From an optimization exercise on the open Yosys and OpenROAD flow, aimed at small area and a short achievable clock period; shortcuts taken in it are not production practice. In this exercise RTL edits were held to simulation tests only and were not proved equivalent to the original. Power is estimated from default activity; no workload was simulated.

## txController
module txController
#(
	parameter int loopDepth = 16
)
(
	input  wire                            txCLK,
	input  wire                            arstN,
	input  wire                            run,
	input  wire                            extTrig,
	input  wire txProgramPkg::channelMaskT userChannelMask,
	input  wire                            adcTriggerAck,
	input  wire txProgramPkg::ctrlWordT    outputControlReg,
	input  wire txProgramPkg::stepTimeT    timingReg,
	input  wire [31:0]                     loopAddressReg,
	input  wire [31:0]                     loopCounterReg,
	output txProgramPkg::progAddrT         readAddr,
	output txProgramPkg::loopIdxT          loopReadAddr,
	output txSeqPkg::txOutT                txOut
);
Settings: LEC_CHECK=0, CAP_MARGIN=5, CORE_MARGIN=2, CORE_UTILIZATION=40, SETUP_SLACK_MARGIN=4.2, SLEW_MARGIN=5, SYNTH_HIERARCHICAL=1; clock period 7.0 ns.
standard.sh (not shown) runs the stock make flow with config.mk's settings and CLKGATE_MAP_FILE= SYNTH_SCRIPT=/design/flow/synth_recipe.tcl, a recipe that flattens the netlist after the stock synthesis.
==> flow/flow/run.sh <==
#!/bin/bash
set -euo pipefail
bash standard.sh \
	'CTS_ARGS=-sink_clustering_enable -repair_clock_nets -dont_use_dummy_load -sink_clustering_size 22 -sink_clustering_max_diameter 100' \
	'BUFFER_PORTS_ARGS=-buffer_cell sky130_fd_sc_hd__buf_2' \
	finish > flow_standard.log 2>&1
Then changed:
CAP_MARGIN = 20   (was 5)
SLEW_MARGIN = 20   (was 5)
=> The changed run went through all stages and came out clean. Fmax is lower by 2.6%. Total power goes down by 0.84%. Routed wire length fell by 0.70%. Final cell count came out lower by 0.41%. Area after synthesis is unchanged. Setup slack got worse by 0.073 ns. Cell area goes down by 0.69%. Sequential cell count stays the same. Utilization goes down by 0.31 points. Clock skew decreases by 0.0085 ns. Sequential power is about the same.
Then changed:
==> flow/flow/run.sh (replaced) <==
#!/bin/bash
set -euo pipefail
bash standard.sh \
	'CTS_ARGS=-sink_clustering_enable -repair_clock_nets -dont_use_dummy_load -sink_clustering_size 26 -sink_clustering_max_diameter 90' \
	'BUFFER_PORTS_ARGS=-buffer_cell sky130_fd_sc_hd__buf_2' \
	finish > flow_standard.log 2>&1
Result: Fmax climbs by 1.1%. Clock-buffer cell count went down by 10. Utilization decreases by 0.76 points. Power falls by 2.4%. Design area is lower by 1.7%. Synthesized area does not change. Flip-flop and latch count is unchanged.
Then changed:
==> flow/flow/run.sh (replaced) <==
#!/bin/bash
set -euo pipefail
bash standard.sh \
	'CTS_ARGS=-sink_clustering_enable -repair_clock_nets -dont_use_dummy_load -sink_clustering_size 22 -sink_clustering_max_diameter 100' \
	'BUFFER_PORTS_ARGS=-buffer_cell sky130_fd_sc_hd__buf_2' \
	finish > flow_standard.log 2>&1
CORE_UTILIZATION = 55   (was 40)
PLACE_DENSITY = 0.7   (was not set)
- final area climbs by 0.78%
- count of clock-buffer cells in the layout grows by 9
- via count climbs by about 2.6%
- final cell count went down by 5.1%
- worst setup slack is worse by 0.074 ns
Then changed:
CORE_UTILIZATION = 40   (was 55)
PLACE_DENSITY = not set   (was 0.7)
TNS_END_PERCENT = 20   (was not set)
Effect: Clock power went up by a few percent; worst setup slack is better by 0.032 ns; first-iteration DRC count went down by a few percent; count of clock-buffer cells in the layout went up by 1; final area went up slightly; routed wire length went up by a few percent; combinational power barely changes; final cell count went up by a few percent; die area went up by well over a third.

---

Setup of run A:
Starting RTL as in the previous note.
export LEC_CHECK = 0
export CAP_MARGIN = 10
export CORE_MARGIN = 2
export CORE_UTILIZATION = 40
export SETUP_SLACK_MARGIN = 4.25
export SLEW_MARGIN = 10
export SYNTH_HIERARCHICAL = 1
create_clock -name core_clock -period 7.0 [get_ports {txCLK}]
==> flow/flow/run.sh <==
#!/bin/bash
set -euo pipefail
bash standard.sh \
	'CTS_ARGS=-sink_clustering_enable -repair_clock_nets -dont_use_dummy_load -sink_clustering_size 22 -sink_clustering_max_diameter 100' \
	'BUFFER_PORTS_ARGS=-buffer_cell sky130_fd_sc_hd__buf_2' \
	finish > flow_standard.log 2>&1
Run A finished end to end and its layout was clean on timing, DRC and antenna.
diff inputs: run A => run B
- a change of SETUP_SLACK_MARGIN from 4.25 to 4.2
- a change of CAP_MARGIN from 10 to 20
- a change of SLEW_MARGIN from 10 to 20
==> flow/run.sh (new file) <==
#!/bin/bash
# synth_recipe.tcl (not shown) runs the flow's synth.tcl, then flattens the netlist and writes it again
# the make line also repeats each setting of config.mk as NAME=value (left out here)
make -C /OpenROAD-flow-scripts/flow DESIGN_CONFIG=/design/flow/config.mk WORK_HOME=/design/flow/orfs CLKGATE_MAP_FILE= SYNTH_SCRIPT=/design/flow/synth_recipe.tcl finish
removed: flow/flow/run.sh
removed: flow/standard.sh
Notes after the runs:
Run A completed; timing, DRC and antenna clean
The final layout from run B, which completed every stage, passed the timing, DRC and antenna checks at the end of the flow.
Combinational power for run B: about 8% down relative to run A
Setup slack on the worst flop-to-flop path on run B is behind run A.
Run B vs run A, power density over the cells went up by about 4%.
Against run A, run B comes in 1.7 points higher on core utilization.
The standard cells in run B occupy more silicon area than those in run A do.
Relative to run A, the power dissipated by switching net loads of run B is higher by 3.3%.
Here is what was changed in the inputs of run C compared with run B.
- SETUP_SLACK_MARGIN now 4.35, was 4.2
==> flow/flow/run.sh (new file) <==
#!/bin/bash
set -euo pipefail
bash standard.sh \
	'CTS_ARGS=-sink_clustering_enable -repair_clock_nets -dont_use_dummy_load -sink_clustering_size 22 -sink_clustering_max_diameter 100' \
	'BUFFER_PORTS_ARGS=-buffer_cell sky130_fd_sc_hd__buf_2' \
	finish > flow_standard.log 2>&1
==> flow/standard.sh (new file) <==
#!/bin/bash
# synth_recipe.tcl (not shown) runs the flow's synth.tcl, then flattens the netlist and writes it again
# the make line also repeats each setting of config.mk as NAME=value (left out here)
make -C /OpenROAD-flow-scripts/flow DESIGN_CONFIG=/design/flow/config.mk WORK_HOME=/design/flow/orfs CLKGATE_MAP_FILE= SYNTH_SCRIPT=/design/flow/synth_recipe.tcl "${@:-finish}"
removed: flow/run.sh
### Flow results
Compared run C vs run B, and cell area after placement is down in run C. Run C ended up with dfxtp_2 as its standard cell with the maximum stage delay on the critical path; run B ended up with nor3_1. Share of the cycle needed by the critical path after routing, run B and run C: smaller value in run C. As far as fraction of met2 tracks used by global routing is concerned, run C and run B perform about the same.
Inputs modified between run C and run D:
- swapping 4.35 for 4.2 in SETUP_SLACK_MARGIN
- putting GPL_ROUTABILITY_DRIVEN at 0 where nothing was set
==> comparison <==
The flow did not stop early for run D: all stages ran, and the layout cleared the timing, DRC and antenna checks. Looking only at data required time at the worst endpoint, and setting everything else aside, the higher value of run C and run D goes to run C. Per the comparison of run D with run C, count of non-filler cells in the finished layout went down by 0.67%, final wirelength fell by 3.6 mm. The number of multi-input combinational cells was comparable across run C and run D. Final area ends up higher on run C. Sequential power of run C is on par with run D. In the reports for run C and run D, the smaller share of final-layout standard cells stronger than drive strength 1 belongs to run D. Side by side, worst slew margin relative to its limit turned out lower in run D than in run C.

-- re-timing with driven ports --
How much do the figures lean on ideal ports? The routed layouts below were timed once more, with nothing changed but the port constraints.
Step 1, drivers: a clkbuf_16 drives txCLK and a buf_2 each remaining input, both assumed.
Step 2 moves the port delays by t, midway between the first and last clock arrival at a register: inputs arrive t later, outputs are due t later. That takes back most of the time a late clock gives input paths.
Slacks: ideal / step 1 / step 2; pairs: ideal / step 1.
| run | t (ns) | setup slack, ns | clock arrival spread, ns | cell pins on the clock port's net |
|---|---|---|---|---|
| the first run of note 1 | 0.705 | 4.218 / 4.200 / 4.117 | 0.069 / 0.070 | 1 |
| the second run of note 1 | 0.705 | 4.145 / 4.145 / 4.057 | 0.061 / 0.061 | 1 |
| the third run of note 1 | 0.740 | 4.176 / 4.176 / 4.031 | 0.084 / 0.085 | 1 |
| the fourth run of note 1 | 0.681 | 4.102 / 4.102 / 4.102 | 0.058 / 0.058 | 1 |
| the fifth run of note 1 | 0.716 | 4.134 / 4.134 / 4.134 | 0.084 / 0.084 | 1 |
| run A | 0.706 | 4.188 / 4.188 / 4.086 | 0.085 / 0.085 | 1 |
| run B | 0.819 | 4.064 / 4.064 / 3.710 | 0.043 / 0.044 | 1 |
| run C | 0.699 | 4.232 / 4.232 / 4.179 | 0.100 / 0.101 | 1 |
| run D | 0.708 | 4.173 / 4.173 / 4.041 | 0.092 / 0.092 | 1 |
After both steps every run listed still meets setup and hold. The setup slack of run B, which loses most, moves by 0.000 ns with the drivers and by -0.354 ns with both steps.
